From an optimization exercise on the open Yosys and OpenROAD flow, aimed at small area, a short achievable clock period and few clock cycles per item; shortcuts taken in it are not production practice.
Function was not checked in any run shown here: the RTL went through the layout flow alone.

==> flow/design.v (outline; a module is shown in full before it is edited, if it fits) <==
// module fta_add_align: 28 lines
// module fta_add_sum: 19 lines
// module fta_add_norm: 30 lines
// module fta_mul_tree: 1382 lines
// module fta_div_init: 14 lines
// module fta_div_qsel: 33 lines
// module fta_div_csa: 22 lines
// module fta_div_fin: 15 lines
// module fp32_truncating_alu_top: 424 lines
module fp32_truncating_alu_top
(
   input  wire logic        clock,
   input  wire logic        reset,
   input  wire logic        req_tvalid,
   output logic             req_tready,
   input  wire logic [71:0] req_tdata,
   output logic             rsp_tvalid,
   input  wire logic        rsp_tready,
   output logic [39:0]      rsp_tdata
);
  // ...
==> flow/run.sh <==
#!/bin/bash
# synth_recipe.tcl (not shown) runs the flow's synth.tcl, then flattens the netlist and writes it again
# the make line also repeats each setting of config.mk as NAME=value (left out here)
make -C /OpenROAD-flow-scripts/flow DESIGN_CONFIG=/design/flow/config.mk WORK_HOME=/design/flow/orfs CLKGATE_MAP_FILE= SYNTH_SCRIPT=/design/flow/synth_recipe.tcl finish
==> flow/config.mk <==
export PLATFORM = sky130hd
export DESIGN_NAME = fp32_truncating_alu_top
export DESIGN_NICKNAME = fp32_truncating_alu_top
export VERILOG_FILES = /design/flow/design.v
export SDC_FILE = /design/flow/constraint.sdc
export NUM_CORES = 4
export LEC_CHECK = 0
export CAP_MARGIN = 20
export CORE_MARGIN = 2
export CORE_UTILIZATION = 40
export SLEW_MARGIN = 20
==> flow/constraint.sdc <==
create_clock -name core_clock -period 12.0 [get_ports {clock}]
set_input_delay 2.4000 -clock core_clock [delete_from_list [all_inputs] [get_ports {clock}]]
set_output_delay 2.4000 -clock core_clock [all_outputs]
set_load 0.01 [all_outputs]
==> qor.txt, run 1 <==
cell mode on critical path: a21o_1
vias per inst: 5.695
Clock transition at path regs: 0.06 ns
WL met3: 14190 µm
number of cells on the critical path: 33
most common cell in the synthesized netlist: edfxtp_1
grt met1 use: 27.22%
worst slew pin tran: 1.118 ns
synth warn: 4
CP max stage delay: 0.63 ns
mux contribution to synthesized area: 2.778%
top sig layer: met5
ANT cells: 3
largest area contributor in the netlist: edfxtp_1
Hold Crit Start: e4[0]$_DFFE_PN_
Seq/total area: 33.31%
cell count of the worst reg-to-reg path: 33
most frequent cells in the layout: 923 x edfxtp_1, 781 x inv_1, 538 x fa_1
initial antenna violation count: 7
DP Cell Count: 9955
unique cell type count in the Yosys netlist: 105
Synth Area in Compound Gates: 18.32%
M3 GR Usage: 3.505%
largest net degree at the start of global routing: 179
final-layout clock buffer total: 139
Well-Tap Cells: 2624
XOR/XNOR Fraction of Synth Area: 5.932%
GRT Util Overall: 22.05%
gr busiest metal: met2
Async SR Flop Fraction: 0%
outcome: complete, no violations
==> module fta_div_init, before the edit <==
module fta_div_init
(
   input  wire logic [22:0] a_mantissa,
   input  wire logic [22:0] b_mantissa,
   output logic             ge,
   output logic [27:0]      s,
   output logic [27:0]      c
);
   logic [24:0] ap;
   assign ge = a_mantissa >= b_mantissa;
   assign ap = ge ? {2'b01, a_mantissa} : {1'b1, a_mantissa, 1'b0};
   assign s  = {1'b0, ap, 2'b01};
   assign c  = ~{1'b0, 1'b1, b_mantissa, 3'b000};
endmodule
==> module fta_div_qsel, before the edit <==
module fta_div_qsel
(
   input  wire logic [6:0] s_top,    
   input  wire logic [6:0] c_top,    
   input  wire logic [2:0] d3,       
   output logic            pos,
   output logic            one,
   output logic            two
);
   logic signed [6:0] est;
   logic signed [6:0] t_m1, t_z, t_p1, t_p2;
   assign est = s_top + c_top;
   always_comb begin
      case (d3)
         3'd0:    begin t_m1 = -7'sd13; t_z = -7'sd4; t_p1 = 7'sd4; t_p2 = 7'sd12; end
         3'd1:    begin t_m1 = -7'sd15; t_z = -7'sd5; t_p1 = 7'sd5; t_p2 = 7'sd14; end
         3'd2:    begin t_m1 = -7'sd16; t_z = -7'sd5; t_p1 = 7'sd5; t_p2 = 7'sd15; end
         3'd3:    begin t_m1 = -7'sd17; t_z = -7'sd5; t_p1 = 7'sd6; t_p2 = 7'sd17; end
         3'd4:    begin t_m1 = -7'sd19; t_z = -7'sd6; t_p1 = 7'sd7; t_p2 = 7'sd19; end
         3'd5:    begin t_m1 = -7'sd20; t_z = -7'sd6; t_p1 = 7'sd7; t_p2 = 7'sd20; end
         3'd6:    begin t_m1 = -7'sd21; t_z = -7'sd7; t_p1 = 7'sd8; t_p2 = 7'sd22; end
         default: begin t_m1 = -7'sd23; t_z = -7'sd7; t_p1 = 7'sd8; t_p2 = 7'sd24; end
      endcase
   end
   always_comb begin
      pos = 1'b0; one = 1'b0; two = 1'b0;
      if (est >= t_p2)      begin pos = 1'b1; two = 1'b1; end
      else if (est >= t_p1) begin pos = 1'b1; one = 1'b1; end
      else if (est >= t_z)  begin end
      else if (est >= t_m1) begin one = 1'b1; end
      else                  begin two = 1'b1; end
   end
endmodule
==> module fta_div_csa, before the edit <==
module fta_div_csa
(
   input  wire logic [27:0] s,
   input  wire logic [27:0] c,
   input  wire logic [22:0] b_mantissa,
   input  wire logic        pos,
   input  wire logic        one,
   input  wire logic        two,
   output logic [27:0]      s_o,
   output logic [27:0]      c_o
);
   logic [29:0] ys, yc, sel, x, sm, mj;
   assign ys  = {s, 2'b00};
   assign yc  = {c, 2'b00};
   assign sel = ({30{one}} & {3'b000, 1'b1, b_mantissa, 3'b000})
              | ({30{two}} & {2'b00, 1'b1, b_mantissa, 4'b0000});
   assign x   = sel ^ {30{pos}};
   assign sm  = ys ^ yc ^ x;
   assign mj  = (ys & yc) | (ys & x) | (yc & x);
   assign s_o = sm[27:0];
   assign c_o = {mj[26:0], pos};
endmodule
==> module fta_div_fin, before the edit <==
module fta_div_fin
(
   input  wire logic [27:0] s,
   input  wire logic [27:0] c,
   input  wire logic [23:0] qp,      
   input  wire logic [23:0] qn,      
   input  wire logic        ge,
   output logic [22:0]      mant
);
   logic [27:0] w;
   logic [25:0] q;
   assign w    = s + c;
   assign q    = {2'b01, qp} - {2'b00, qn} - {25'd0, w[27]};
   assign mant = {q[22:1], q[0] & ge};
endmodule
==> run 2, diff against run 1 <==
--- a/flow/design.v
+++ b/flow/design.v
@@ -92,8 +92,6 @@
 `default_nettype none
-module fta_mul_tree (
+module fta_mul_pp (
    input  wire logic [23:0] a,    
    input  wire logic [23:0] b,    
-   output logic      [24:0] row0,  
-   output logic      [24:0] row1,
-   output logic             cin   
+   output logic [138:0] v      
 );
@@ -385,49 +383,2 @@
    logic s499, c500;
-   logic s501, c502;
-   logic s503, c504;
-   logic s505, c506;
-   logic s507, c508;
-   logic s509, c510;
-   logic s511, c512;
-   logic s513, c514;
-   logic s515, c516;
-   logic s517, c518;
-   logic s519, c520;
-   logic s521, c522;
-   logic s523, c524;
-   logic s525, c526;
-   logic s527, c528;
-   logic s529, c530;
-   logic s531, c532;
-   logic s533, c534;
-   logic s535, c536;
-   logic s537, c538;
-   logic s539, c540;
-   logic s541, c542;
-   logic s543, c544;
-   logic s545, c546;
-   logic s547, c548;
-   logic s549, c550;
-   logic s551, c552;
-   logic s553, c554;
-   logic s555, c556;
-   logic s557, c558;
-   logic s559, c560;
-   logic s561, c562;
-   logic s563, c564;
-   logic s565, c566;
-   logic s567, c568;
-   logic s569, c570;
-   logic s571, c572;
-   logic s573, c574;
-   logic s575, c576;
-   logic s577, c578;
-   logic s579, c580;
-   logic s581, c582;
-   logic s583, c584;
-   logic s585, c586;
-   logic s587, c588;
-   logic s589, c590;
-   logic s591, c592;
-   logic [47:0] r0, r1;
    assign one0 = b[0] ^ 1'b0;
@@ -1280,99 +1231,292 @@
    assign c500 = pp11[24] & a[22];
-   assign s501 = pp0[2] ^ pp1[0];
-   assign c502 = pp0[2] & pp1[0];
-   assign s503 = pp0[3] ^ pp1[1];
-   assign c504 = pp0[3] & pp1[1];
-   assign s505 = pp2[0] ^ neg2 ^ s415;
-   assign c506 = (pp2[0] & neg2) | (pp2[0] & s415) | (neg2 & s415);
-   assign s507 = pp2[1] ^ s417 ^ c416;
-   assign c508 = (pp2[1] & s417) | (pp2[1] & c416) | (s417 & c416);
-   assign s509 = s267 ^ s419 ^ c418;
-   assign c510 = (s267 & s419) | (s267 & c418) | (s419 & c418);
-   assign s511 = c268 ^ s421 ^ c420;
-   assign c512 = (c268 & s421) | (c268 & c420) | (s421 & c420);
-   assign s513 = c270 ^ s423 ^ c422;
-   assign c514 = (c270 & s423) | (c270 & c422) | (s423 & c422);
-   assign s515 = c274 ^ s425 ^ c424;
-   assign c516 = (c274 & s425) | (c274 & c424) | (s425 & c424);
-   assign s517 = c278 ^ s427 ^ c426;
-   assign c518 = (c278 & s427) | (c278 & c426) | (s427 & c426);
-   assign s519 = c282 ^ s429 ^ c428;
-   assign c520 = (c282 & s429) | (c282 & c428) | (s429 & c428);
-   assign s521 = c286 ^ s431 ^ c430;
-   assign c522 = (c286 & s431) | (c286 & c430) | (s431 & c430);
-   assign s523 = c290 ^ s433 ^ c432;
-   assign c524 = (c290 & s433) | (c290 & c432) | (s433 & c432);
-   assign s525 = c294 ^ s435 ^ c434;
-   assign c526 = (c294 & s435) | (c294 & c434) | (s435 & c434);
-   assign s527 = c298 ^ s437 ^ c436;
-   assign c528 = (c298 & s437) | (c298 & c436) | (s437 & c436);
-   assign s529 = c302 ^ s439 ^ c438;
-   assign c530 = (c302 & s439) | (c302 & c438) | (s439 & c438);
-   assign s531 = c306 ^ s441 ^ c440;
-   assign c532 = (c306 & s441) | (c306 & c440) | (s441 & c440);
-   assign s533 = c310 ^ s443 ^ c442;
-   assign c534 = (c310 & s443) | (c310 & c442) | (s443 & c442);
-   assign s535 = c314 ^ s445 ^ c444;
-   assign c536 = (c314 & s445) | (c314 & c444) | (s445 & c444);
-   assign s537 = c318 ^ s447 ^ c446;
-   assign c538 = (c318 & s447) | (c318 & c446) | (s447 & c446);
-   assign s539 = c322 ^ s449 ^ c448;
-   assign c540 = (c322 & s449) | (c322 & c448) | (s449 & c448);
-   assign s541 = c326 ^ s451 ^ c450;
-   assign c542 = (c326 & s451) | (c326 & c450) | (s451 & c450);
-   assign s543 = c330 ^ s453 ^ c452;
-   assign c544 = (c330 & s453) | (c330 & c452) | (s453 & c452);
-   assign s545 = c334 ^ s455 ^ c454;
-   assign c546 = (c334 & s455) | (c334 & c454) | (s455 & c454);
-   assign s547 = c338 ^ s457 ^ c456;
-   assign c548 = (c338 & s457) | (c338 & c456) | (s457 & c456);
-   assign s549 = c342 ^ s459 ^ c458;
-   assign c550 = (c342 & s459) | (c342 & c458) | (s459 & c458);
-   assign s551 = c346 ^ s461 ^ c460;
-   assign c552 = (c346 & s461) | (c346 & c460) | (s461 & c460);
-   assign s553 = c350 ^ s463 ^ c462;
-   assign c554 = (c350 & s463) | (c350 & c462) | (s463 & c462);
-   assign s555 = c354 ^ s465 ^ c464;
-   assign c556 = (c354 & s465) | (c354 & c464) | (s465 & c464);
-   assign s557 = c358 ^ s467 ^ c466;
-   assign c558 = (c358 & s467) | (c358 & c466) | (s467 & c466);
-   assign s559 = c362 ^ s469 ^ c468;
-   assign c560 = (c362 & s469) | (c362 & c468) | (s469 & c468);
-   assign s561 = c366 ^ s471 ^ c470;
-   assign c562 = (c366 & s471) | (c366 & c470) | (s471 & c470);
-   assign s563 = c370 ^ s473 ^ c472;
-   assign c564 = (c370 & s473) | (c370 & c472) | (s473 & c472);
-   assign s565 = c374 ^ s475 ^ c474;
-   assign c566 = (c374 & s475) | (c374 & c474) | (s475 & c474);
-   assign s567 = c378 ^ s477 ^ c476;
-   assign c568 = (c378 & s477) | (c378 & c476) | (s477 & c476);
-   assign s569 = c382 ^ s479 ^ c478;
-   assign c570 = (c382 & s479) | (c382 & c478) | (s479 & c478);
-   assign s571 = c386 ^ s481 ^ c480;
-   assign c572 = (c386 & s481) | (c386 & c480) | (s481 & c480);
-   assign s573 = c390 ^ s483 ^ c482;
-   assign c574 = (c390 & s483) | (c390 & c482) | (s483 & c482);
-   assign s575 = c394 ^ s485 ^ c484;
-   assign c576 = (c394 & s485) | (c394 & c484) | (s485 & c484);
-   assign s577 = c398 ^ s487 ^ c486;
-   assign c578 = (c398 & s487) | (c398 & c486) | (s487 & c486);
-   assign s579 = c402 ^ s489 ^ c488;
-   assign c580 = (c402 & s489) | (c402 & c488) | (s489 & c488);
-   assign s581 = c406 ^ s491 ^ c490;
-   assign c582 = (c406 & s491) | (c406 & c490) | (s491 & c490);
-   assign s583 = c410 ^ s493 ^ c492;
-   assign c584 = (c410 & s493) | (c410 & c492) | (s493 & c492);
-   assign s585 = c412 ^ s495 ^ c494;
-   assign c586 = (c412 & s495) | (c412 & c494) | (s495 & c494);
-   assign s587 = c414 ^ s497 ^ c496;
-   assign c588 = (c414 & s497) | (c414 & c496) | (s497 & c496);
-   assign s589 = 1'b1 ^ s499 ^ c498;
-   assign c590 = (1'b1 & s499) | (1'b1 & c498) | (s499 & c498);
-   assign s591 = nn11 ^ a[23] ^ c500;
-   assign c592 = (nn11 & a[23]) | (nn11 & c500) | (a[23] & c500);
-   assign r0[0] = pp0[0];
-   assign r1[0] = neg0;
-   assign r0[1] = pp0[1];
+   assign v[0] = pp0[0];
+   assign v[1] = neg0;
+   assign v[2] = pp0[1];
+   assign v[3] = pp0[2];
+   assign v[4] = pp1[0];
+   assign v[5] = neg1;
+   assign v[6] = pp0[3];
+   assign v[7] = pp1[1];
+   assign v[8] = pp2[0];
+   assign v[9] = neg2;
+   assign v[10] = s415;
+   assign v[11] = pp2[1];
+   assign v[12] = s417;
+   assign v[13] = c416;
+   assign v[14] = s267;
+   assign v[15] = s419;
+   assign v[16] = c418;
+   assign v[17] = c268;
+   assign v[18] = s421;
+   assign v[19] = c420;
+   assign v[20] = c270;
+   assign v[21] = s423;
+   assign v[22] = c422;
+   assign v[23] = c274;
+   assign v[24] = s425;
+   assign v[25] = c424;
+   assign v[26] = c278;
+   assign v[27] = s427;
+   assign v[28] = c426;
+   assign v[29] = c282;
+   assign v[30] = s429;
+   assign v[31] = c428;
+   assign v[32] = c286;
+   assign v[33] = s431;
+   assign v[34] = c430;
+   assign v[35] = c290;
+   assign v[36] = s433;
+   assign v[37] = c432;
+   assign v[38] = c294;
+   assign v[39] = s435;
+   assign v[40] = c434;
+   assign v[41] = c298;
+   assign v[42] = s437;
+   assign v[43] = c436;
+   assign v[44] = c302;
+   assign v[45] = s439;
+   assign v[46] = c438;
+   assign v[47] = c306;
+   assign v[48] = s441;
+   assign v[49] = c440;
+   assign v[50] = c310;
+   assign v[51] = s443;
+   assign v[52] = c442;
+   assign v[53] = c314;
+   assign v[54] = s445;
+   assign v[55] = c444;
+   assign v[56] = c318;
+   assign v[57] = s447;
+   assign v[58] = c446;
+   assign v[59] = c322;
+   assign v[60] = s449;
+   assign v[61] = c448;
+   assign v[62] = c326;
+   assign v[63] = s451;
+   assign v[64] = c450;
+   assign v[65] = c330;
+   assign v[66] = s453;
+   assign v[67] = c452;
+   assign v[68] = c334;
+   assign v[69] = s455;
+   assign v[70] = c454;
+   assign v[71] = c338;
+   assign v[72] = s457;
+   assign v[73] = c456;
+   assign v[74] = c342;
+   assign v[75] = s459;
+   assign v[76] = c458;
+   assign v[77] = c346;
+   assign v[78] = s461;
+   assign v[79] = c460;
+   assign v[80] = c350;
+   assign v[81] = s463;
+   assign v[82] = c462;
+   assign v[83] = c354;
+   assign v[84] = s465;
+   assign v[85] = c464;
+   assign v[86] = c358;
+   assign v[87] = s467;
+   assign v[88] = c466;
+   assign v[89] = c362;
+   assign v[90] = s469;
+   assign v[91] = c468;
+   assign v[92] = c366;
+   assign v[93] = s471;
+   assign v[94] = c470;
+   assign v[95] = c370;
+   assign v[96] = s473;
+   assign v[97] = c472;
+   assign v[98] = c374;
+   assign v[99] = s475;
+   assign v[100] = c474;
+   assign v[101] = c378;
+   assign v[102] = s477;
+   assign v[103] = c476;
+   assign v[104] = c382;
+   assign v[105] = s479;
+   assign v[106] = c478;
+   assign v[107] = c386;
+   assign v[108] = s481;
+   assign v[109] = c480;
+   assign v[110] = c390;
+   assign v[111] = s483;
+   assign v[112] = c482;
+   assign v[113] = c394;
+   assign v[114] = s485;
+   assign v[115] = c484;
+   assign v[116] = c398;
+   assign v[117] = s487;
+   assign v[118] = c486;
+   assign v[119] = c402;
+   assign v[120] = s489;
+   assign v[121] = c488;
+   assign v[122] = c406;
+   assign v[123] = s491;
+   assign v[124] = c490;
+   assign v[125] = c410;
+   assign v[126] = s493;
+   assign v[127] = c492;
+   assign v[128] = c412;
+   assign v[129] = s495;
+   assign v[130] = c494;
+   assign v[131] = c414;
+   assign v[132] = s497;
+   assign v[133] = c496;
+   assign v[134] = s499;
+   assign v[135] = c498;
+   assign v[136] = nn11;
+   assign v[137] = a[23];
+   assign v[138] = c500;
+endmodule
+module fta_mul_red (
+   input  wire logic [138:0] v,
+   output logic      [24:0] row0,  
+   output logic      [24:0] row1,
+   output logic             cin    
+);
+   logic s501, c502;
+   logic s503, c504;
+   logic s505, c506;
+   logic s507, c508;
+   logic s509, c510;
+   logic s511, c512;
+   logic s513, c514;
+   logic s515, c516;
+   logic s517, c518;
+   logic s519, c520;
+   logic s521, c522;
+   logic s523, c524;
+   logic s525, c526;
+   logic s527, c528;
+   logic s529, c530;
+   logic s531, c532;
+   logic s533, c534;
+   logic s535, c536;
+   logic s537, c538;
+   logic s539, c540;
+   logic s541, c542;
+   logic s543, c544;
+   logic s545, c546;
+   logic s547, c548;
+   logic s549, c550;
+   logic s551, c552;
+   logic s553, c554;
+   logic s555, c556;
+   logic s557, c558;
+   logic s559, c560;
+   logic s561, c562;
+   logic s563, c564;
+   logic s565, c566;
+   logic s567, c568;
+   logic s569, c570;
+   logic s571, c572;
+   logic s573, c574;
+   logic s575, c576;
+   logic s577, c578;
+   logic s579, c580;
+   logic s581, c582;
+   logic s583, c584;
+   logic s585, c586;
+   logic s587, c588;
+   logic s589, c590;
+   logic s591, c592;
+   logic [47:0] r0, r1;
+   assign s501 = v[3] ^ v[4];
+   assign c502 = v[3] & v[4];
+   assign s503 = v[6] ^ v[7];
+   assign c504 = v[6] & v[7];
+   assign s505 = v[8] ^ v[9] ^ v[10];
+   assign c506 = (v[8] & v[9]) | (v[8] & v[10]) | (v[9] & v[10]);
+   assign s507 = v[11] ^ v[12] ^ v[13];
+   assign c508 = (v[11] & v[12]) | (v[11] & v[13]) | (v[12] & v[13]);
+   assign s509 = v[14] ^ v[15] ^ v[16];
+   assign c510 = (v[14] & v[15]) | (v[14] & v[16]) | (v[15] & v[16]);
+   assign s511 = v[17] ^ v[18] ^ v[19];
+   assign c512 = (v[17] & v[18]) | (v[17] & v[19]) | (v[18] & v[19]);
+   assign s513 = v[20] ^ v[21] ^ v[22];
+   assign c514 = (v[20] & v[21]) | (v[20] & v[22]) | (v[21] & v[22]);
+   assign s515 = v[23] ^ v[24] ^ v[25];
+   assign c516 = (v[23] & v[24]) | (v[23] & v[25]) | (v[24] & v[25]);
+   assign s517 = v[26] ^ v[27] ^ v[28];
+   assign c518 = (v[26] & v[27]) | (v[26] & v[28]) | (v[27] & v[28]);
+   assign s519 = v[29] ^ v[30] ^ v[31];
+   assign c520 = (v[29] & v[30]) | (v[29] & v[31]) | (v[30] & v[31]);
+   assign s521 = v[32] ^ v[33] ^ v[34];
+   assign c522 = (v[32] & v[33]) | (v[32] & v[34]) | (v[33] & v[34]);
+   assign s523 = v[35] ^ v[36] ^ v[37];
+   assign c524 = (v[35] & v[36]) | (v[35] & v[37]) | (v[36] & v[37]);
+   assign s525 = v[38] ^ v[39] ^ v[40];
+   assign c526 = (v[38] & v[39]) | (v[38] & v[40]) | (v[39] & v[40]);
+   assign s527 = v[41] ^ v[42] ^ v[43];
+   assign c528 = (v[41] & v[42]) | (v[41] & v[43]) | (v[42] & v[43]);
+   assign s529 = v[44] ^ v[45] ^ v[46];
+   assign c530 = (v[44] & v[45]) | (v[44] & v[46]) | (v[45] & v[46]);
+   assign s531 = v[47] ^ v[48] ^ v[49];
+   assign c532 = (v[47] & v[48]) | (v[47] & v[49]) | (v[48] & v[49]);
+   assign s533 = v[50] ^ v[51] ^ v[52];
+   assign c534 = (v[50] & v[51]) | (v[50] & v[52]) | (v[51] & v[52]);
+   assign s535 = v[53] ^ v[54] ^ v[55];
+   assign c536 = (v[53] & v[54]) | (v[53] & v[55]) | (v[54] & v[55]);
+   assign s537 = v[56] ^ v[57] ^ v[58];
+   assign c538 = (v[56] & v[57]) | (v[56] & v[58]) | (v[57] & v[58]);
+   assign s539 = v[59] ^ v[60] ^ v[61];
+   assign c540 = (v[59] & v[60]) | (v[59] & v[61]) | (v[60] & v[61]);
+   assign s541 = v[62] ^ v[63] ^ v[64];
+   assign c542 = (v[62] & v[63]) | (v[62] & v[64]) | (v[63] & v[64]);
+   assign s543 = v[65] ^ v[66] ^ v[67];
+   assign c544 = (v[65] & v[66]) | (v[65] & v[67]) | (v[66] & v[67]);
+   assign s545 = v[68] ^ v[69] ^ v[70];
+   assign c546 = (v[68] & v[69]) | (v[68] & v[70]) | (v[69] & v[70]);
+   assign s547 = v[71] ^ v[72] ^ v[73];
+   assign c548 = (v[71] & v[72]) | (v[71] & v[73]) | (v[72] & v[73]);
+   assign s549 = v[74] ^ v[75] ^ v[76];
+   assign c550 = (v[74] & v[75]) | (v[74] & v[76]) | (v[75] & v[76]);
+   assign s551 = v[77] ^ v[78] ^ v[79];
+   assign c552 = (v[77] & v[78]) | (v[77] & v[79]) | (v[78] & v[79]);
+   assign s553 = v[80] ^ v[81] ^ v[82];
+   assign c554 = (v[80] & v[81]) | (v[80] & v[82]) | (v[81] & v[82]);
+   assign s555 = v[83] ^ v[84] ^ v[85];
+   assign c556 = (v[83] & v[84]) | (v[83] & v[85]) | (v[84] & v[85]);
+   assign s557 = v[86] ^ v[87] ^ v[88];
+   assign c558 = (v[86] & v[87]) | (v[86] & v[88]) | (v[87] & v[88]);
+   assign s559 = v[89] ^ v[90] ^ v[91];
+   assign c560 = (v[89] & v[90]) | (v[89] & v[91]) | (v[90] & v[91]);
+   assign s561 = v[92] ^ v[93] ^ v[94];
+   assign c562 = (v[92] & v[93]) | (v[92] & v[94]) | (v[93] & v[94]);
+   assign s563 = v[95] ^ v[96] ^ v[97];
+   assign c564 = (v[95] & v[96]) | (v[95] & v[97]) | (v[96] & v[97]);
+   assign s565 = v[98] ^ v[99] ^ v[100];
+   assign c566 = (v[98] & v[99]) | (v[98] & v[100]) | (v[99] & v[100]);
+   assign s567 = v[101] ^ v[102] ^ v[103];
+   assign c568 = (v[101] & v[102]) | (v[101] & v[103]) | (v[102] & v[103]);
+   assign s569 = v[104] ^ v[105] ^ v[106];
+   assign c570 = (v[104] & v[105]) | (v[104] & v[106]) | (v[105] & v[106]);
+   assign s571 = v[107] ^ v[108] ^ v[109];
+   assign c572 = (v[107] & v[108]) | (v[107] & v[109]) | (v[108] & v[109]);
+   assign s573 = v[110] ^ v[111] ^ v[112];
+   assign c574 = (v[110] & v[111]) | (v[110] & v[112]) | (v[111] & v[112]);
+   assign s575 = v[113] ^ v[114] ^ v[115];
+   assign c576 = (v[113] & v[114]) | (v[113] & v[115]) | (v[114] & v[115]);
+   assign s577 = v[116] ^ v[117] ^ v[118];
+   assign c578 = (v[116] & v[117]) | (v[116] & v[118]) | (v[117] & v[118]);
+   assign s579 = v[119] ^ v[120] ^ v[121];
+   assign c580 = (v[119] & v[120]) | (v[119] & v[121]) | (v[120] & v[121]);
+   assign s581 = v[122] ^ v[123] ^ v[124];
+   assign c582 = (v[122] & v[123]) | (v[122] & v[124]) | (v[123] & v[124]);
+   assign s583 = v[125] ^ v[126] ^ v[127];
+   assign c584 = (v[125] & v[126]) | (v[125] & v[127]) | (v[126] & v[127]);
+   assign s585 = v[128] ^ v[129] ^ v[130];
+   assign c586 = (v[128] & v[129]) | (v[128] & v[130]) | (v[129] & v[130]);
+   assign s587 = v[131] ^ v[132] ^ v[133];
+   assign c588 = (v[131] & v[132]) | (v[131] & v[133]) | (v[132] & v[133]);
+   assign s589 = 1'b1 ^ v[134] ^ v[135];
+   assign c590 = (1'b1 & v[134]) | (1'b1 & v[135]) | (v[134] & v[135]);
+   assign s591 = v[136] ^ v[137] ^ v[138];
+   assign c592 = (v[136] & v[137]) | (v[136] & v[138]) | (v[137] & v[138]);
+   assign r0[0] = v[0];
+   assign r1[0] = v[1];
+   assign r0[1] = v[2];
    assign r1[1] = 1'b0;
-   assign r0[2] = neg1;
+   assign r0[2] = v[5];
    assign r1[2] = s501;
@@ -1481,11 +1625,8 @@
    input  wire logic [22:0] b_mantissa,
-   output logic             ge,
-   output logic [27:0]      s,
-   output logic [27:0]      c
+   input  wire logic        ge,
+   output logic [25:0]      s,
+   output logic [25:0]      c
 );
-   logic [24:0] ap;
-   assign ge = a_mantissa >= b_mantissa;
-   assign ap = ge ? {2'b01, a_mantissa} : {1'b1, a_mantissa, 1'b0};
-   assign s  = {1'b0, ap, 2'b01};
-   assign c  = ~{1'b0, 1'b1, b_mantissa, 3'b000};
+   assign s = ge ? {3'b001, a_mantissa} : {2'b01, a_mantissa, 1'b0};
+   assign c = 26'd0 - {2'b01, b_mantissa, 1'b0};
 endmodule
@@ -1500,5 +1641,29 @@
 );
+   logic [6:0] g0, p0, g1, p1, g2, p2, g3;
    logic signed [6:0] est;
    logic signed [6:0] t_m1, t_z, t_p1, t_p2;
-   assign est = s_top + c_top;
+   assign g0 = s_top & c_top;
+   assign p0 = s_top ^ c_top;
+   for (genvar i = 0; i < 7; i++) begin : g_pfx
+      if (i % 2 == 1) begin : g_l1
+         assign g1[i] = g0[i] | (p0[i] & g0[i-1]);
+         assign p1[i] = p0[i] & p0[i-1];
+      end else begin : g_l1c
+         assign g1[i] = g0[i];
+         assign p1[i] = p0[i];
+      end
+      if (i % 4 >= 2) begin : g_l2
+         assign g2[i] = g1[i] | (p1[i] & g1[(i/4)*4+1]);
+         assign p2[i] = p1[i] & p1[(i/4)*4+1];
+      end else begin : g_l2c
+         assign g2[i] = g1[i];
+         assign p2[i] = p1[i];
+      end
+      if (i >= 4) begin : g_l3
+         assign g3[i] = g2[i] | (p2[i] & g2[3]);
+      end else begin : g_l3c
+         assign g3[i] = g2[i];
+      end
+   end
+   assign est = p0 ^ {g3[5:0], 1'b0};
    always_comb begin
@@ -1515,10 +1680,10 @@
    end
-   always_comb begin
-      pos = 1'b0; one = 1'b0; two = 1'b0;
-      if (est >= t_p2)      begin pos = 1'b1; two = 1'b1; end
-      else if (est >= t_p1) begin pos = 1'b1; one = 1'b1; end
-      else if (est >= t_z)  begin end
-      else if (est >= t_m1) begin one = 1'b1; end
-      else                  begin two = 1'b1; end
-   end
+   logic ge_m1, ge_z, ge_p1, ge_p2;
+   assign ge_m1 = est >= t_m1;
+   assign ge_z  = est >= t_z;
+   assign ge_p1 = est >= t_p1;
+   assign ge_p2 = est >= t_p2;
+   assign pos = ge_p1;
+   assign two = ge_p2 | ~ge_m1;
+   assign one = (ge_p1 & ~ge_p2) | (ge_m1 & ~ge_z);
 endmodule
@@ -1526,4 +1691,4 @@
 (
-   input  wire logic [27:0] s,
-   input  wire logic [27:0] c,
+   input  wire logic [25:0] s,
+   input  wire logic [25:0] c,
    input  wire logic [22:0] b_mantissa,
@@ -1532,22 +1697,35 @@
    input  wire logic        two,
-   output logic [27:0]      s_o,
-   output logic [27:0]      c_o
+   output logic [25:0]      s_o,
+   output logic [25:0]      c_o
 );
-   logic [29:0] ys, yc, sel, x, sm, mj;
+   logic [27:0] ys, yc, sel, x, sm, mj;
    assign ys  = {s, 2'b00};
    assign yc  = {c, 2'b00};
-   assign sel = ({30{one}} & {3'b000, 1'b1, b_mantissa, 3'b000})
-              | ({30{two}} & {2'b00, 1'b1, b_mantissa, 4'b0000});
-   assign x   = sel ^ {30{pos}};
+   assign sel = ({28{one}} & {3'b000, 1'b1, b_mantissa, 1'b0})
+              | ({28{two}} & {2'b00, 1'b1, b_mantissa, 2'b00});
+   assign x   = sel ^ {28{pos}};
    assign sm  = ys ^ yc ^ x;
    assign mj  = (ys & yc) | (ys & x) | (yc & x);
-   assign s_o = sm[27:0];
-   assign c_o = {mj[26:0], pos};
+   assign s_o = sm[25:0];
+   assign c_o = {mj[24:0], pos};
 endmodule
-module fta_div_fin
+module fta_div_prep
 (
-   input  wire logic [27:0] s,
-   input  wire logic [27:0] c,
    input  wire logic [23:0] qp,      
    input  wire logic [23:0] qn,      
+   output logic [22:0]      t,
+   output logic [22:0]      tm
+);
+   logic [25:0] q, qm;
+   assign q  = {2'b01, qp} - {2'b00, qn};
+   assign qm = {2'b01, qp} + {2'b11, ~qn};
+   assign t  = q[22:0];
+   assign tm = qm[22:0];
+endmodule
+module fta_div_fin
+(
+   input  wire logic [25:0] s,
+   input  wire logic [25:0] c,
+   input  wire logic [22:0] t,
+   input  wire logic [22:0] tm,
    input  wire logic        ge,
@@ -1555,6 +1733,6 @@
 );
-   logic [27:0] w;
-   logic [25:0] q;
+   logic [25:0] w;
+   logic [22:0] q;
    assign w    = s + c;
-   assign q    = {2'b01, qp} - {2'b00, qn} - {25'd0, w[27]};
+   assign q    = w[25] ? tm : t;
    assign mant = {q[22:1], q[0] & ge};
@@ -1587,2 +1765,3 @@
    logic [22:0] am0, bm0;
+   logic       ge0;      
    always_ff @(posedge clock) begin
@@ -1600,2 +1779,3 @@
          bm0 <= req_tdata[65:43];
+         ge0 <= req_tdata[33:11] >= req_tdata[65:43];
       end
@@ -1606,13 +1786,11 @@
    assign isadd0 = ~op0[1];
-   logic        ge_i;
-   logic [27:0] s_i, c_i;
-   fta_div_init u_init (.a_mantissa(am0), .b_mantissa(bm0), .ge(ge_i), .s(s_i), .c(c_i));
+   logic [25:0] s_i, c_i;
+   fta_div_init u_init (.a_mantissa(am0), .b_mantissa(bm0), .ge(ge0), .s(s_i), .c(c_i));
    logic [9:0]  e_div;
-   assign e_div = {2'b00, ae0} - {2'b00, be0} + 10'd127 - {9'd0, ~ge_i};
+   assign e_div = {2'b00, ae0} - {2'b00, be0} + 10'd127 - {9'd0, ~ge0};
    logic st1_p2, st1_o2, st1_t2;
-   fta_div_qsel u_qsel2 (.s_top(s_i[27:21]), .c_top(c_i[27:21]), .d3(bm0[22:20]),
-                       .pos(st1_p2), .one(st1_o2), .two(st1_t2));
-   logic [24:0] m_row0, m_row1;
-   logic        m_cin;
-   fta_mul_tree u_mul (.a({1'b1, am0}), .b({1'b1, bm0}), .row0(m_row0), .row1(m_row1), .cin(m_cin));
+   fta_div_qsel u_qsel2 (.s_top(s_i[25:19]), .c_top(c_i[25:19]), .d3(bm0[22:20]),
+                        .pos(st1_p2), .one(st1_o2), .two(st1_t2));
+   logic [138:0] m_v;
+   fta_mul_pp u_mul_pp (.a({1'b1, am0}), .b({1'b1, bm0}), .v(m_v));
    logic [9:0]  e_mul;
@@ -1628,7 +1806,8 @@
    logic [1:0]  op1;
-   logic [27:0] s1, c1;
-   logic [22:0] d1;
    logic [9:0]  e1;
+   logic [25:0] s1, c1;
+   logic [22:0] d1;
    logic        g1, ge1;
    logic [2:0] q1;    
+   logic [63:0] mx1;    
    always_ff @(posedge clock) begin
@@ -1640,39 +1819,18 @@
          op1 <= op0;
-         s1  <= isdiv0 ? s_i : ismul0 ? {2'b00, m_cin, m_row0} : {a_sub, 4'd0, a_big};
-         c1  <= isdiv0 ? c_i : ismul0 ? {3'b000, m_row1} : {4'd0, a_sml};
-         d1  <= bm0;
+         s1  <= isdiv0 ? s_i : ismul0 ? m_v[25:0] : {a_sub, 2'd0, a_big};
+         c1  <= isdiv0 ? c_i : ismul0 ? m_v[51:26] : {2'd0, a_sml};
+         d1  <= ismul0 ? m_v[74:52] : bm0;
          e1  <= isdiv0 ? e_div : ismul0 ? e_mul : {2'b00, a_e};
          g1  <= isadd0 ? a_sg : (as0 ^ bs0);
-         ge1 <= ge_i;
+         ge1 <= ge0;
          q1  <= {st1_p2, st1_o2, st1_t2};
+         mx1 <= m_v[138:75];
       end
    end
-   logic [24:0] m_p;
-   logic [22:0] m_mant;
-   logic [9:0]  m_e;
-   assign m_p    = s1[24:0] + c1[24:0] + {24'd0, s1[25]};
-   assign m_mant = m_p[24] ? m_p[23:1] : m_p[22:0];
-   assign m_e    = e1 + {9'd0, m_p[24]};
+   logic [24:0] m_row0, m_row1;
+   logic        m_cin;
+   fta_mul_red u_mul_red (.v({mx1, d1, c1, s1}), .row0(m_row0), .row1(m_row1), .cin(m_cin));
    logic [24:0] a_mag;
    logic [4:0]  a_lz;
-   fta_add_sum u_sum (.big(s1[22:0]), .sml(c1[23:0]), .eff_sub(s1[27]), .mag(a_mag), .lz(a_lz));
-   logic [27:0] st2_s2, st2_c2;
-   logic [2:0]  st2_qd2;
-   logic [2:0] qv_2_1_119;
-   assign qv_2_1_119 = q1;
-   assign st2_qd2 = qv_2_1_119[2:0];
-   fta_div_csa u_csa2 (.s(s1), .c(c1), .b_mantissa(d1),
-                      .pos(st2_qd2[2]), .one(st2_qd2[1]), .two(st2_qd2[0]),
-                      .s_o(st2_s2), .c_o(st2_c2));
-   logic st2_p3, st2_o3, st2_t3;
-   fta_div_qsel u_qsel3 (.s_top(st2_s2[27:21]), .c_top(st2_c2[27:21]), .d3(d1[22:20]),
-                       .pos(st2_p3), .one(st2_o3), .two(st2_t3));
-   logic [27:0] st2_s3, st2_c3;
-   logic [2:0]  st2_qd3;
-   logic [5:0] qv_3_2_130;
-   assign qv_3_2_130 = {q1, {st2_p3, st2_o3, st2_t3}};
-   assign st2_qd3 = qv_3_2_130[2:0];
-   fta_div_csa u_csa3 (.s(st2_s2), .c(st2_c2), .b_mantissa(d1),
-                      .pos(st2_qd3[2]), .one(st2_qd3[1]), .two(st2_qd3[0]),
-                      .s_o(st2_s3), .c_o(st2_c3));
+   fta_add_sum u_sum (.big(s1[22:0]), .sml(c1[23:0]), .eff_sub(s1[25]), .mag(a_mag), .lz(a_lz));
    logic isdiv1, ismul1;
@@ -1680,7 +1838,16 @@
    assign ismul1 = (op1 == 2'd2);
+   logic [2:0] st2_qv2;
+   assign st2_qv2 = q1;
+   logic [25:0] st2_s2, st2_c2;
+   fta_div_csa u_csa2 (.s(s1), .c(c1), .b_mantissa(d1),
+                      .pos(st2_qv2[2]), .one(st2_qv2[1]), .two(st2_qv2[0]),
+                      .s_o(st2_s2), .c_o(st2_c2));
+   logic st2_p3, st2_o3, st2_t3;
+   fta_div_qsel u_qsel3 (.s_top(st2_s2[25:19]), .c_top(st2_c2[25:19]), .d3(d1[22:20]),
+                        .pos(st2_p3), .one(st2_o3), .two(st2_t3));
    logic        v2;
    logic [1:0]  op2;
-   logic [27:0] s2, c2;
-   logic [22:0] d2;
    logic [9:0]  e2;
+   logic [25:0] s2, c2;
+   logic [22:0] d2;
    logic        g2, ge2;
@@ -1694,6 +1861,6 @@
          op2 <= op1;
-         s2  <= isdiv1 ? st2_s3 : {3'b000, a_mag};
-         c2  <= isdiv1 ? st2_c3 : {23'd0, a_lz};
-         d2  <= ismul1 ? m_mant : d1;
-         e2  <= ismul1 ? m_e : e1;
+         s2  <= isdiv1 ? st2_s2 : ismul1 ? {m_cin, m_row0} : {1'b0, a_mag};
+         c2  <= isdiv1 ? st2_c2 : ismul1 ? {1'b0, m_row1} : {21'd0, a_lz};
+         d2  <= d1;
+         e2  <= e1;
          g2  <= g1;
@@ -1703,2 +1870,8 @@
    end
+   logic [24:0] m_p;
+   logic [22:0] m_mant;
+   logic [9:0]  m_e;
+   assign m_p    = s2[24:0] + c2[24:0] + {24'd0, s2[25]};
+   assign m_mant = m_p[24] ? m_p[23:1] : m_p[22:0];
+   assign m_e    = e2 + {9'd0, m_p[24]};
    logic [22:0] a_mant;
@@ -1708,25 +1881,23 @@
                         .mant(a_mant), .e(a_eo), .sg(a_sgo));
-   logic isadd2;
-   assign isadd2 = ~op2[1];
+   logic isdiv2, ismul2;
+   assign isdiv2 = (op2 == 2'd3);
+   assign ismul2 = (op2 == 2'd2);
+   logic [5:0] st3_qv3;
+   assign st3_qv3 = q2;
+   logic [25:0] st3_s3, st3_c3;
+   fta_div_csa u_csa3 (.s(s2), .c(c2), .b_mantissa(d2),
+                      .pos(st3_qv3[2]), .one(st3_qv3[1]), .two(st3_qv3[0]),
+                      .s_o(st3_s3), .c_o(st3_c3));
    logic st3_p4, st3_o4, st3_t4;
-   fta_div_qsel u_qsel4 (.s_top(s2[27:21]), .c_top(c2[27:21]), .d3(d2[22:20]),
-                       .pos(st3_p4), .one(st3_o4), .two(st3_t4));
-   logic [27:0] st3_s4, st3_c4;
-   logic [2:0]  st3_qd4;
-   logic [8:0] qv_4_3_176;
-   assign qv_4_3_176 = {q2, {st3_p4, st3_o4, st3_t4}};
-   assign st3_qd4 = qv_4_3_176[2:0];
-   fta_div_csa u_csa4 (.s(s2), .c(c2), .b_mantissa(d2),
-                      .pos(st3_qd4[2]), .one(st3_qd4[1]), .two(st3_qd4[0]),
-                      .s_o(st3_s4), .c_o(st3_c4));
-   logic st3_p5, st3_o5, st3_t5;
-   fta_div_qsel u_qsel5 (.s_top(st3_s4[27:21]), .c_top(st3_c4[27:21]), .d3(d2[22:20]),
-                       .pos(st3_p5), .one(st3_o5), .two(st3_t5));
+   fta_div_qsel u_qsel4 (.s_top(st3_s3[25:19]), .c_top(st3_c3[25:19]), .d3(d2[22:20]),
+                        .pos(st3_p4), .one(st3_o4), .two(st3_t4));
    logic        v3;
-   logic [1:0]  op3;
-   logic [27:0] s3, c3;
+   logic        dv3;     
+   logic [8:0]  e3;      
+   logic [25:0] s3, c3;
    logic [22:0] d3;
-   logic [9:0]  e3;
    logic        g3, ge3;
-   logic [11:0] q3;    
+   logic [8:0] q3;    
+   logic [9:0]  e3_in;
+   assign e3_in = isdiv2 ? e2 : ismul2 ? m_e : a_eo;
    always_ff @(posedge clock) begin
@@ -1737,38 +1908,28 @@
       if (en) begin
-         op3 <= op2;
-         s3  <= st3_s4;
-         c3  <= st3_c4;
-         d3  <= isadd2 ? a_mant : d2;
-         e3  <= isadd2 ? a_eo : e2;
-         g3  <= isadd2 ? a_sgo : g2;
+         dv3 <= (op2 == 2'd3);
+         s3  <= st3_s3;
+         c3  <= st3_c3;
+         d3  <= isdiv2 ? d2 : ismul2 ? m_mant : a_mant;
+         e3  <= {e3_in[9] | e3_in[8], e3_in[7:0]};
+         g3  <= (isdiv2 | ismul2) ? g2 : a_sgo;
          ge3 <= ge2;
-         q3  <= {{q2, {st3_p4, st3_o4, st3_t4}}, {st3_p5, st3_o5, st3_t5}};
+         q3  <= {q2, {st3_p4, st3_o4, st3_t4}};
       end
    end
-   logic [27:0] st4_s5, st4_c5;
-   logic [2:0]  st4_qd5;
-   logic [11:0] qv_5_4_212;
-   assign qv_5_4_212 = q3;
-   assign st4_qd5 = qv_5_4_212[2:0];
-   fta_div_csa u_csa5 (.s(s3), .c(c3), .b_mantissa(d3),
-                      .pos(st4_qd5[2]), .one(st4_qd5[1]), .two(st4_qd5[0]),
-                      .s_o(st4_s5), .c_o(st4_c5));
-   logic st4_p6, st4_o6, st4_t6;
-   fta_div_qsel u_qsel6 (.s_top(st4_s5[27:21]), .c_top(st4_c5[27:21]), .d3(d3[22:20]),
-                       .pos(st4_p6), .one(st4_o6), .two(st4_t6));
-   logic [27:0] st4_s6, st4_c6;
-   logic [2:0]  st4_qd6;
-   logic [14:0] qv_6_5_223;
-   assign qv_6_5_223 = {q3, {st4_p6, st4_o6, st4_t6}};
-   assign st4_qd6 = qv_6_5_223[2:0];
-   fta_div_csa u_csa6 (.s(st4_s5), .c(st4_c5), .b_mantissa(d3),
-                      .pos(st4_qd6[2]), .one(st4_qd6[1]), .two(st4_qd6[0]),
-                      .s_o(st4_s6), .c_o(st4_c6));
+   logic [8:0] st4_qv4;
+   assign st4_qv4 = q3;
+   logic [25:0] st4_s4, st4_c4;
+   fta_div_csa u_csa4 (.s(s3), .c(c3), .b_mantissa(d3),
+                      .pos(st4_qv4[2]), .one(st4_qv4[1]), .two(st4_qv4[0]),
+                      .s_o(st4_s4), .c_o(st4_c4));
+   logic st4_p5, st4_o5, st4_t5;
+   fta_div_qsel u_qsel5 (.s_top(st4_s4[25:19]), .c_top(st4_c4[25:19]), .d3(d3[22:20]),
+                        .pos(st4_p5), .one(st4_o5), .two(st4_t5));
    logic        v4;
-   logic [1:0]  op4;
-   logic [27:0] s4, c4;
+   logic        dv4;     
+   logic [8:0]  e4;      
+   logic [25:0] s4, c4;
    logic [22:0] d4;
-   logic [9:0]  e4;
    logic        g4, ge4;
-   logic [14:0] q4;    
+   logic [11:0] q4;    
    always_ff @(posedge clock) begin
@@ -1779,5 +1940,5 @@
       if (en) begin
-         op4 <= op3;
-         s4  <= st4_s6;
-         c4  <= st4_c6;
+         dv4 <= dv3;
+         s4  <= st4_s4;
+         c4  <= st4_c4;
          d4  <= d3;
@@ -1786,26 +1947,21 @@
          ge4 <= ge3;
-         q4  <= {q3, {st4_p6, st4_o6, st4_t6}};
+         q4  <= {q3, {st4_p5, st4_o5, st4_t5}};
       end
    end
-   logic st5_p7, st5_o7, st5_t7;
-   fta_div_qsel u_qsel7 (.s_top(s4[27:21]), .c_top(c4[27:21]), .d3(d4[22:20]),
-                       .pos(st5_p7), .one(st5_o7), .two(st5_t7));
-   logic [27:0] st5_s7, st5_c7;
-   logic [2:0]  st5_qd7;
-   logic [17:0] qv_7_6_259;
-   assign qv_7_6_259 = {q4, {st5_p7, st5_o7, st5_t7}};
-   assign st5_qd7 = qv_7_6_259[2:0];
-   fta_div_csa u_csa7 (.s(s4), .c(c4), .b_mantissa(d4),
-                      .pos(st5_qd7[2]), .one(st5_qd7[1]), .two(st5_qd7[0]),
-                      .s_o(st5_s7), .c_o(st5_c7));
-   logic st5_p8, st5_o8, st5_t8;
-   fta_div_qsel u_qsel8 (.s_top(st5_s7[27:21]), .c_top(st5_c7[27:21]), .d3(d4[22:20]),
-                       .pos(st5_p8), .one(st5_o8), .two(st5_t8));
+   logic [11:0] st5_qv5;
+   assign st5_qv5 = q4;
+   logic [25:0] st5_s5, st5_c5;
+   fta_div_csa u_csa5 (.s(s4), .c(c4), .b_mantissa(d4),
+                      .pos(st5_qv5[2]), .one(st5_qv5[1]), .two(st5_qv5[0]),
+                      .s_o(st5_s5), .c_o(st5_c5));
+   logic st5_p6, st5_o6, st5_t6;
+   fta_div_qsel u_qsel6 (.s_top(st5_s5[25:19]), .c_top(st5_c5[25:19]), .d3(d4[22:20]),
+                        .pos(st5_p6), .one(st5_o6), .two(st5_t6));
    logic        v5;
-   logic [1:0]  op5;
-   logic [27:0] s5, c5;
+   logic        dv5;     
+   logic [8:0]  e5;      
+   logic [25:0] s5, c5;
    logic [22:0] d5;
-   logic [9:0]  e5;
    logic        g5, ge5;
-   logic [20:0] q5;    
+   logic [14:0] q5;    
    always_ff @(posedge clock) begin
@@ -1816,5 +1972,5 @@
       if (en) begin
-         op5 <= op4;
-         s5  <= st5_s7;
-         c5  <= st5_c7;
+         dv5 <= dv4;
+         s5  <= st5_s5;
+         c5  <= st5_c5;
          d5  <= d4;
@@ -1823,31 +1979,21 @@
          ge5 <= ge4;
-         q5  <= {{q4, {st5_p7, st5_o7, st5_t7}}, {st5_p8, st5_o8, st5_t8}};
+         q5  <= {q4, {st5_p6, st5_o6, st5_t6}};
       end
    end
-   logic [27:0] st6_s8, st6_c8;
-   logic [2:0]  st6_qd8;
-   logic [20:0] qv_8_7_295;
-   assign qv_8_7_295 = q5;
-   assign st6_qd8 = qv_8_7_295[2:0];
-   fta_div_csa u_csa8 (.s(s5), .c(c5), .b_mantissa(d5),
-                      .pos(st6_qd8[2]), .one(st6_qd8[1]), .two(st6_qd8[0]),
-                      .s_o(st6_s8), .c_o(st6_c8));
-   logic st6_p9, st6_o9, st6_t9;
-   fta_div_qsel u_qsel9 (.s_top(st6_s8[27:21]), .c_top(st6_c8[27:21]), .d3(d5[22:20]),
-                       .pos(st6_p9), .one(st6_o9), .two(st6_t9));
-   logic [27:0] st6_s9, st6_c9;
-   logic [2:0]  st6_qd9;
-   logic [23:0] qv_9_8_306;
-   assign qv_9_8_306 = {q5, {st6_p9, st6_o9, st6_t9}};
-   assign st6_qd9 = qv_9_8_306[2:0];
-   fta_div_csa u_csa9 (.s(st6_s8), .c(st6_c8), .b_mantissa(d5),
-                      .pos(st6_qd9[2]), .one(st6_qd9[1]), .two(st6_qd9[0]),
-                      .s_o(st6_s9), .c_o(st6_c9));
+   logic [14:0] st6_qv6;
+   assign st6_qv6 = q5;
+   logic [25:0] st6_s6, st6_c6;
+   fta_div_csa u_csa6 (.s(s5), .c(c5), .b_mantissa(d5),
+                      .pos(st6_qv6[2]), .one(st6_qv6[1]), .two(st6_qv6[0]),
+                      .s_o(st6_s6), .c_o(st6_c6));
+   logic st6_p7, st6_o7, st6_t7;
+   fta_div_qsel u_qsel7 (.s_top(st6_s6[25:19]), .c_top(st6_c6[25:19]), .d3(d5[22:20]),
+                        .pos(st6_p7), .one(st6_o7), .two(st6_t7));
    logic        v6;
-   logic [1:0]  op6;
-   logic [27:0] s6, c6;
+   logic        dv6;     
+   logic [8:0]  e6;      
+   logic [25:0] s6, c6;
    logic [22:0] d6;
-   logic [9:0]  e6;
    logic        g6, ge6;
-   logic [23:0] q6;    
+   logic [17:0] q6;    
    always_ff @(posedge clock) begin
@@ -1858,5 +2004,5 @@
       if (en) begin
-         op6 <= op5;
-         s6  <= st6_s9;
-         c6  <= st6_c9;
+         dv6 <= dv5;
+         s6  <= st6_s6;
+         c6  <= st6_c6;
          d6  <= d5;
@@ -1865,26 +2011,21 @@
          ge6 <= ge5;
-         q6  <= {q5, {st6_p9, st6_o9, st6_t9}};
+         q6  <= {q5, {st6_p7, st6_o7, st6_t7}};
       end
    end
-   logic st7_p10, st7_o10, st7_t10;
-   fta_div_qsel u_qsel10 (.s_top(s6[27:21]), .c_top(c6[27:21]), .d3(d6[22:20]),
-                       .pos(st7_p10), .one(st7_o10), .two(st7_t10));
-   logic [27:0] st7_s10, st7_c10;
-   logic [2:0]  st7_qd10;
-   logic [26:0] qv_10_9_342;
-   assign qv_10_9_342 = {q6, {st7_p10, st7_o10, st7_t10}};
-   assign st7_qd10 = qv_10_9_342[2:0];
-   fta_div_csa u_csa10 (.s(s6), .c(c6), .b_mantissa(d6),
-                      .pos(st7_qd10[2]), .one(st7_qd10[1]), .two(st7_qd10[0]),
-                      .s_o(st7_s10), .c_o(st7_c10));
-   logic st7_p11, st7_o11, st7_t11;
-   fta_div_qsel u_qsel11 (.s_top(st7_s10[27:21]), .c_top(st7_c10[27:21]), .d3(d6[22:20]),
-                       .pos(st7_p11), .one(st7_o11), .two(st7_t11));
+   logic [17:0] st7_qv7;
+   assign st7_qv7 = q6;
+   logic [25:0] st7_s7, st7_c7;
+   fta_div_csa u_csa7 (.s(s6), .c(c6), .b_mantissa(d6),
+                      .pos(st7_qv7[2]), .one(st7_qv7[1]), .two(st7_qv7[0]),
+                      .s_o(st7_s7), .c_o(st7_c7));
+   logic st7_p8, st7_o8, st7_t8;
+   fta_div_qsel u_qsel8 (.s_top(st7_s7[25:19]), .c_top(st7_c7[25:19]), .d3(d6[22:20]),
+                        .pos(st7_p8), .one(st7_o8), .two(st7_t8));
    logic        v7;
-   logic [1:0]  op7;
-   logic [27:0] s7, c7;
+   logic        dv7;     
+   logic [8:0]  e7;      
+   logic [25:0] s7, c7;
    logic [22:0] d7;
-   logic [9:0]  e7;
    logic        g7, ge7;
-   logic [29:0] q7;    
+   logic [20:0] q7;    
    always_ff @(posedge clock) begin
@@ -1895,5 +2036,5 @@
       if (en) begin
-         op7 <= op6;
-         s7  <= st7_s10;
-         c7  <= st7_c10;
+         dv7 <= dv6;
+         s7  <= st7_s7;
+         c7  <= st7_c7;
          d7  <= d6;
@@ -1902,31 +2043,21 @@
          ge7 <= ge6;
-         q7  <= {{q6, {st7_p10, st7_o10, st7_t10}}, {st7_p11, st7_o11, st7_t11}};
+         q7  <= {q6, {st7_p8, st7_o8, st7_t8}};
       end
    end
-   logic [27:0] st8_s11, st8_c11;
-   logic [2:0]  st8_qd11;
-   logic [29:0] qv_11_10_378;
-   assign qv_11_10_378 = q7;
-   assign st8_qd11 = qv_11_10_378[2:0];
-   fta_div_csa u_csa11 (.s(s7), .c(c7), .b_mantissa(d7),
-                      .pos(st8_qd11[2]), .one(st8_qd11[1]), .two(st8_qd11[0]),
-                      .s_o(st8_s11), .c_o(st8_c11));
-   logic st8_p12, st8_o12, st8_t12;
-   fta_div_qsel u_qsel12 (.s_top(st8_s11[27:21]), .c_top(st8_c11[27:21]), .d3(d7[22:20]),
-                       .pos(st8_p12), .one(st8_o12), .two(st8_t12));
-   logic [27:0] st8_s12, st8_c12;
-   logic [2:0]  st8_qd12;
-   logic [32:0] qv_12_11_389;
-   assign qv_12_11_389 = {q7, {st8_p12, st8_o12, st8_t12}};
-   assign st8_qd12 = qv_12_11_389[2:0];
-   fta_div_csa u_csa12 (.s(st8_s11), .c(st8_c11), .b_mantissa(d7),
-                      .pos(st8_qd12[2]), .one(st8_qd12[1]), .two(st8_qd12[0]),
-                      .s_o(st8_s12), .c_o(st8_c12));
+   logic [20:0] st8_qv8;
+   assign st8_qv8 = q7;
+   logic [25:0] st8_s8, st8_c8;
+   fta_div_csa u_csa8 (.s(s7), .c(c7), .b_mantissa(d7),
+                      .pos(st8_qv8[2]), .one(st8_qv8[1]), .two(st8_qv8[0]),
+                      .s_o(st8_s8), .c_o(st8_c8));
+   logic st8_p9, st8_o9, st8_t9;
+   fta_div_qsel u_qsel9 (.s_top(st8_s8[25:19]), .c_top(st8_c8[25:19]), .d3(d7[22:20]),
+                        .pos(st8_p9), .one(st8_o9), .two(st8_t9));
    logic        v8;
-   logic [1:0]  op8;
-   logic [27:0] s8, c8;
+   logic        dv8;     
+   logic [8:0]  e8;      
+   logic [25:0] s8, c8;
    logic [22:0] d8;
-   logic [9:0]  e8;
    logic        g8, ge8;
-   logic [32:0] q8;    
+   logic [23:0] q8;    
    always_ff @(posedge clock) begin
@@ -1937,5 +2068,5 @@
       if (en) begin
-         op8 <= op7;
-         s8  <= st8_s12;
-         c8  <= st8_c12;
+         dv8 <= dv7;
+         s8  <= st8_s8;
+         c8  <= st8_c8;
          d8  <= d7;
@@ -1944,18 +2075,141 @@
          ge8 <= ge7;
-         q8  <= {q7, {st8_p12, st8_o12, st8_t12}};
+         q8  <= {q7, {st8_p9, st8_o9, st8_t9}};
       end
    end
-   logic st9_p13, st9_o13, st9_t13;
-   fta_div_qsel u_qsel13 (.s_top(s8[27:21]), .c_top(c8[27:21]), .d3(d8[22:20]),
-                       .pos(st9_p13), .one(st9_o13), .two(st9_t13));
-   logic [27:0] st9_s13, st9_c13;
-   logic [2:0]  st9_qd13;
-   logic [35:0] qv_13_12_425;
-   assign qv_13_12_425 = {q8, {st9_p13, st9_o13, st9_t13}};
-   assign st9_qd13 = qv_13_12_425[2:0];
-   fta_div_csa u_csa13 (.s(s8), .c(c8), .b_mantissa(d8),
-                      .pos(st9_qd13[2]), .one(st9_qd13[1]), .two(st9_qd13[0]),
-                      .s_o(st9_s13), .c_o(st9_c13));
+   logic [23:0] st9_qv9;
+   assign st9_qv9 = q8;
+   logic [25:0] st9_s9, st9_c9;
+   fta_div_csa u_csa9 (.s(s8), .c(c8), .b_mantissa(d8),
+                      .pos(st9_qv9[2]), .one(st9_qv9[1]), .two(st9_qv9[0]),
+                      .s_o(st9_s9), .c_o(st9_c9));
+   logic st9_p10, st9_o10, st9_t10;
+   fta_div_qsel u_qsel10 (.s_top(st9_s9[25:19]), .c_top(st9_c9[25:19]), .d3(d8[22:20]),
+                        .pos(st9_p10), .one(st9_o10), .two(st9_t10));
+   logic        v9;
+   logic        dv9;     
+   logic [8:0]  e9;      
+   logic [25:0] s9, c9;
+   logic [22:0] d9;
+   logic        g9, ge9;
+   logic [26:0] q9;    
+   always_ff @(posedge clock) begin
+      if (reset) v9 <= 1'b0;
+      else if (en) v9 <= v8;
+   end
+   always_ff @(posedge clock) begin
+      if (en) begin
+         dv9 <= dv8;
+         s9  <= st9_s9;
+         c9  <= st9_c9;
+         d9  <= d8;
+         e9  <= e8;
+         g9  <= g8;
+         ge9 <= ge8;
+         q9  <= {q8, {st9_p10, st9_o10, st9_t10}};
+      end
+   end
+   logic [26:0] st10_qv10;
+   assign st10_qv10 = q9;
+   logic [25:0] st10_s10, st10_c10;
+   fta_div_csa u_csa10 (.s(s9), .c(c9), .b_mantissa(d9),
+                      .pos(st10_qv10[2]), .one(st10_qv10[1]), .two(st10_qv10[0]),
+                      .s_o(st10_s10), .c_o(st10_c10));
+   logic st10_p11, st10_o11, st10_t11;
+   fta_div_qsel u_qsel11 (.s_top(st10_s10[25:19]), .c_top(st10_c10[25:19]), .d3(d9[22:20]),
+                        .pos(st10_p11), .one(st10_o11), .two(st10_t11));
+   logic        v10;
+   logic        dv10;     
+   logic [8:0]  e10;      
+   logic [25:0] s10, c10;
+   logic [22:0] d10;
+   logic        g10, ge10;
+   logic [29:0] q10;    
+   always_ff @(posedge clock) begin
+      if (reset) v10 <= 1'b0;
+      else if (en) v10 <= v9;
+   end
+   always_ff @(posedge clock) begin
+      if (en) begin
+         dv10 <= dv9;
+         s10  <= st10_s10;
+         c10  <= st10_c10;
+         d10  <= d9;
+         e10  <= e9;
+         g10  <= g9;
+         ge10 <= ge9;
+         q10  <= {q9, {st10_p11, st10_o11, st10_t11}};
+      end
+   end
+   logic [29:0] st11_qv11;
+   assign st11_qv11 = q10;
+   logic [25:0] st11_s11, st11_c11;
+   fta_div_csa u_csa11 (.s(s10), .c(c10), .b_mantissa(d10),
+                      .pos(st11_qv11[2]), .one(st11_qv11[1]), .two(st11_qv11[0]),
+                      .s_o(st11_s11), .c_o(st11_c11));
+   logic st11_p12, st11_o12, st11_t12;
+   fta_div_qsel u_qsel12 (.s_top(st11_s11[25:19]), .c_top(st11_c11[25:19]), .d3(d10[22:20]),
+                        .pos(st11_p12), .one(st11_o12), .two(st11_t12));
+   logic        v11;
+   logic        dv11;     
+   logic [8:0]  e11;      
+   logic [25:0] s11, c11;
+   logic [22:0] d11;
+   logic        g11, ge11;
+   logic [32:0] q11;    
+   always_ff @(posedge clock) begin
+      if (reset) v11 <= 1'b0;
+      else if (en) v11 <= v10;
+   end
+   always_ff @(posedge clock) begin
+      if (en) begin
+         dv11 <= dv10;
+         s11  <= st11_s11;
+         c11  <= st11_c11;
+         d11  <= d10;
+         e11  <= e10;
+         g11  <= g10;
+         ge11 <= ge10;
+         q11  <= {q10, {st11_p12, st11_o12, st11_t12}};
+      end
+   end
+   logic [32:0] st12_qv12;
+   assign st12_qv12 = q11;
+   logic [25:0] st12_s12, st12_c12;
+   fta_div_csa u_csa12 (.s(s11), .c(c11), .b_mantissa(d11),
+                      .pos(st12_qv12[2]), .one(st12_qv12[1]), .two(st12_qv12[0]),
+                      .s_o(st12_s12), .c_o(st12_c12));
+   logic st12_p13, st12_o13, st12_t13;
+   fta_div_qsel u_qsel13 (.s_top(st12_s12[25:19]), .c_top(st12_c12[25:19]), .d3(d11[22:20]),
+                        .pos(st12_p13), .one(st12_o13), .two(st12_t13));
+   logic        v12;
+   logic        dv12;     
+   logic [8:0]  e12;      
+   logic [25:0] s12, c12;
+   logic [22:0] d12;
+   logic        g12, ge12;
+   logic [35:0] q12;    
+   always_ff @(posedge clock) begin
+      if (reset) v12 <= 1'b0;
+      else if (en) v12 <= v11;
+   end
+   always_ff @(posedge clock) begin
+      if (en) begin
+         dv12 <= dv11;
+         s12  <= st12_s12;
+         c12  <= st12_c12;
+         d12  <= d11;
+         e12  <= e11;
+         g12  <= g11;
+         ge12 <= ge11;
+         q12  <= {q11, {st12_p13, st12_o13, st12_t13}};
+      end
+   end
+   logic [35:0] st13_qv13;
+   assign st13_qv13 = q12;
+   logic [25:0] st13_s13, st13_c13;
+   fta_div_csa u_csa13 (.s(s12), .c(c12), .b_mantissa(d12),
+                      .pos(st13_qv13[2]), .one(st13_qv13[1]), .two(st13_qv13[0]),
+                      .s_o(st13_s13), .c_o(st13_c13));
    logic [35:0] qall;
-   assign qall = {q8, {st9_p13, st9_o13, st9_t13}};
+   assign qall = q12;
    logic [23:0] qp, qn;
@@ -1967,6 +2221,32 @@
    end
+   logic [22:0] qt, qtm;
+   fta_div_prep u_prep (.qp(qp), .qn(qn), .t(qt), .tm(qtm));
+   logic        v13;
+   logic        dv13;     
+   logic [8:0]  e13;      
+   logic [25:0] s13, c13;
+   logic [22:0] d13;
+   logic        g13, ge13;
+   logic [22:0] t13, tm13;
+   always_ff @(posedge clock) begin
+      if (reset) v13 <= 1'b0;
+      else if (en) v13 <= v12;
+   end
+   always_ff @(posedge clock) begin
+      if (en) begin
+         dv13 <= dv12;
+         s13  <= st13_s13;
+         c13  <= st13_c13;
+         d13  <= d12;
+         e13  <= e12;
+         g13  <= g12;
+         ge13 <= ge12;
+         t13  <= qt;
+         tm13 <= qtm;
+      end
+   end
    logic [22:0] dv_mant;
-   fta_div_fin u_fin (.s(st9_s13), .c(st9_c13), .qp(qp), .qn(qn), .ge(ge8), .mant(dv_mant));
+   fta_div_fin u_fin (.s(s13), .c(c13), .t(t13), .tm(tm13), .ge(ge13), .mant(dv_mant));
    logic [32:0] res;
-   assign res = {e8[9] | e8[8], (op8 == 2'd3) ? dv_mant : d8, e8[7:0], g8};
+   assign res = {e13[8], dv13 ? dv_mant : d13, e13[7:0], g13};
    logic pop;
@@ -1978,5 +2258,5 @@
       end else begin
-         if (~out_v | pop) out_v <= skid_v | (en & v8);
+         if (~out_v | pop) out_v <= skid_v | (en & v13);
          if (skid_v) skid_v <= ~pop;
-         else        skid_v <= en & v8 & out_v & ~pop;
+         else        skid_v <= en & v13 & out_v & ~pop;
       end
--- a/flow/config.mk
+++ b/flow/config.mk
@@ -7,2 +7,3 @@
 export LEC_CHECK = 0
+export ABC_AREA = 1
 export CAP_MARGIN = 20
==> qor.txt, run 2 <==
final cell count without fillers: 12510 (was 10170)
max-cap violation count: 0 (unchanged)
footprint of the multi-input gates: 0.04165 mm² (was 0.04488 mm²)
Hold WC Path Type: reg -> reg (unchanged)
final setup vio count: 0 (unchanged)
flop and latch count out of synthesis: 1520 (was 967)
largest area contributor in the netlist: edfxtp_1 (unchanged)
GRT Util Overall: 22.80% (was 22.05%)
Skew-Pair Late Insertion Delay: 0.83 ns (was 0.78 ns)
max-slew violations: 0 (unchanged)
CP Data Arrival Time: 7.04 ns (was 9.83 ns)
Post-synth top cells: 1923 x inv_1, 1471 x edfxtp_1, 1023 x nand2_1 (was 923 x edfxtp_1, 783 x inv_1, 538 x fa_1)
unique cell type count in the Yosys netlist: 70 (was 105)
Post-synth EDFFs: 1471 (was 923)
largest net degree at the start of global routing: 169 (was 179)
# IOs: 118 (unchanged)
# fillers: 22430 (was 18430)
DP Cell Count: 12190 (was 9955)
# DRC: 0 (unchanged)
Initial Utilization: 40.22% (was 40.28%)
Async SR Flop Fraction: 0% (unchanged)
CTS root buffer: clkbuf_16 (unchanged)
sequential area share after synthesis: 47.20% (was 36.41%)
post-layout util: 44.59% (was 44.04%)
share of layout cells above drive strength 1: 5.022% (was 6.042%)
most common cell in the synthesized netlist: inv_1 (was edfxtp_1)
outcome: complete, no violations (unchanged)
Initial DRC Count: 5261 (was 5342)
area grow syn2layout: 10.86% (was 9.326%)
hold buffer count at CTS: 0 (unchanged)
worst slew pin tran: 1.082 ns (was 1.118 ns)
fin nets: 10340 (was 8587)
FF+latch area: 0.04515 mm² (was 0.02860 mm²)
mapped cell area: 0.09566 mm² (was 0.07855 mm²)
Crit. End Element: flop (unchanged)
fin area: 0.1061 mm² (was 0.08587 mm²)
Num CTS Buffers: 169 (was 114)
Clock transition at path regs: 0.06 ns (about the same)
H-tree depth: 4 (was 3)
most frequent cells in the layout: 1920 x inv_1, 1471 x edfxtp_1, 1023 x nand2_1 (was 923 x edfxtp_1, 781 x inv_1, 538 x fa_1)
vias per inst: 5.225 (was 5.695)
synth warn: 4 (unchanged)
Die ar.: 0.2431 mm² (was 0.1999 mm²)
Rows: 179 (was 162)
max FFs per register: 62
Max FO, Critical Path: 60 (was 18)
Synth Instances: 9150 (was 7622)
initial antenna violation count: 4 (was 7)
-- run 2: through the flow --
stage | hold WS [ns] | setup slack [ns]
2_1_floorplan | 0.4003 | 2.186
3_3_place_gp | 0.4005 | 5.712
3_5_place_dp | 0.4045 | 5.741
4_1_cts | 0.3979 | 5.723
5_1_grt | 0.4031 | 5.355
6_report | 0.3980 | 5.522
-- run 2: area by class of cell --
type                    count  share of cell area [%]
repair buffers            228                   1.895
flip-flops and latches   1520                   42.58
multi-input cells        5303                   39.27
clock inverters           113                   1.314
clock buffers             199                   4.192
diodes                      5                 0.01180
inverters                1975                   7.000
well taps                3167                   3.736
-- run 2: critical path: stages (launching register included) --
cell and delay, ns:
edfxtp_1 0.32, buf_4 0.56, inv_2 0.50, ha_1 0.44
nand2_1 0.07, nor2_1 0.18, nand4_1 0.33, nor2_1 0.19
nand4_1 0.79, nand2_4 0.59, buf_4 0.69, nand2_1 0.14
o21ai_2 0.42, nand3_1 0.24, nand3_1 0.16, nand3_1 0.11
nand2_1 0.10, nand2_1 0.09, nand2_1 0.17, a21oi_1 0.08
-- run 2: logic make-up (layout without fill, tap and decap cells) --
family                     Yosys count  after routing  synth area share, %
buffers and inverters             2333           2515                9.294
and+or+nand+nor                   1776           1776                7.711
AOI/OAI and AO/OA                 1681           1681                10.52
DFF                               1520           1520                47.20
adders and majority gates         1070           1070                18.22
xor gates and xnor gates           760            760                6.958
muxes                                9              9              0.09679
other                                1             12             0.003920
-- run 2: final timing paths --
check,from,to,slack (ns),cells after the start
worst max-delay path,bm0[21]$_DFFE_PN_,c1[7]$_DFFE_PN_,5.52,19
worst min-delay path,e3[1]$_DFFE_PN_,e4[1]$_DFFE_PN_,0.40,0
worst max register to register,bm0[21]$_DFFE_PN_,c1[7]$_DFFE_PN_,5.52,19
worst min register to register,e3[1]$_DFFE_PN_,e4[1]$_DFFE_PN_,0.40,0
-- run 2: routing by layer --
metal / routed length, µm / GRT usage, % / vias to the layer above
li1: - / - / 30570
met1: 107400 / 26.90 / 31840
met2: 138800 / 39.89 / 2244
met3: 15200 / 3.274 / 709
met4: 17480 / 12.63 / 2
met5: 18 / 0 / -

==> separate check: timing with driven ports <==
The results above use ideal ports. As a check the final layouts listed here were re-extracted and re-timed, cells and wires unchanged.
Step 1 assumes that a clkbuf_16 drives the clock port and a buf_2 every other input.
Step 2, shift: input delay + t, output delay - t, t = (earliest + latest rising clock arrival at the registers) / 2. This alone moves slack from input paths to output paths.
Slacks: no drivers / after step 1 / after step 2; pairs: no drivers / after step 1.
| run | t, ns | slack for setup (ns) | hold WS [ns] | cell pins on the clock port's net |
|---|---|---|---|---|
| run 1 | 0.828 | 2.671 / 2.671 / 2.671 | 0.367 / 0.367 / 0.367 | 1 |
| run 2 | 0.904 | 5.522 / 5.522 / 5.522 | 0.398 / 0.398 / 0.398 | 1 |
After both steps every run listed still meets setup and hold.
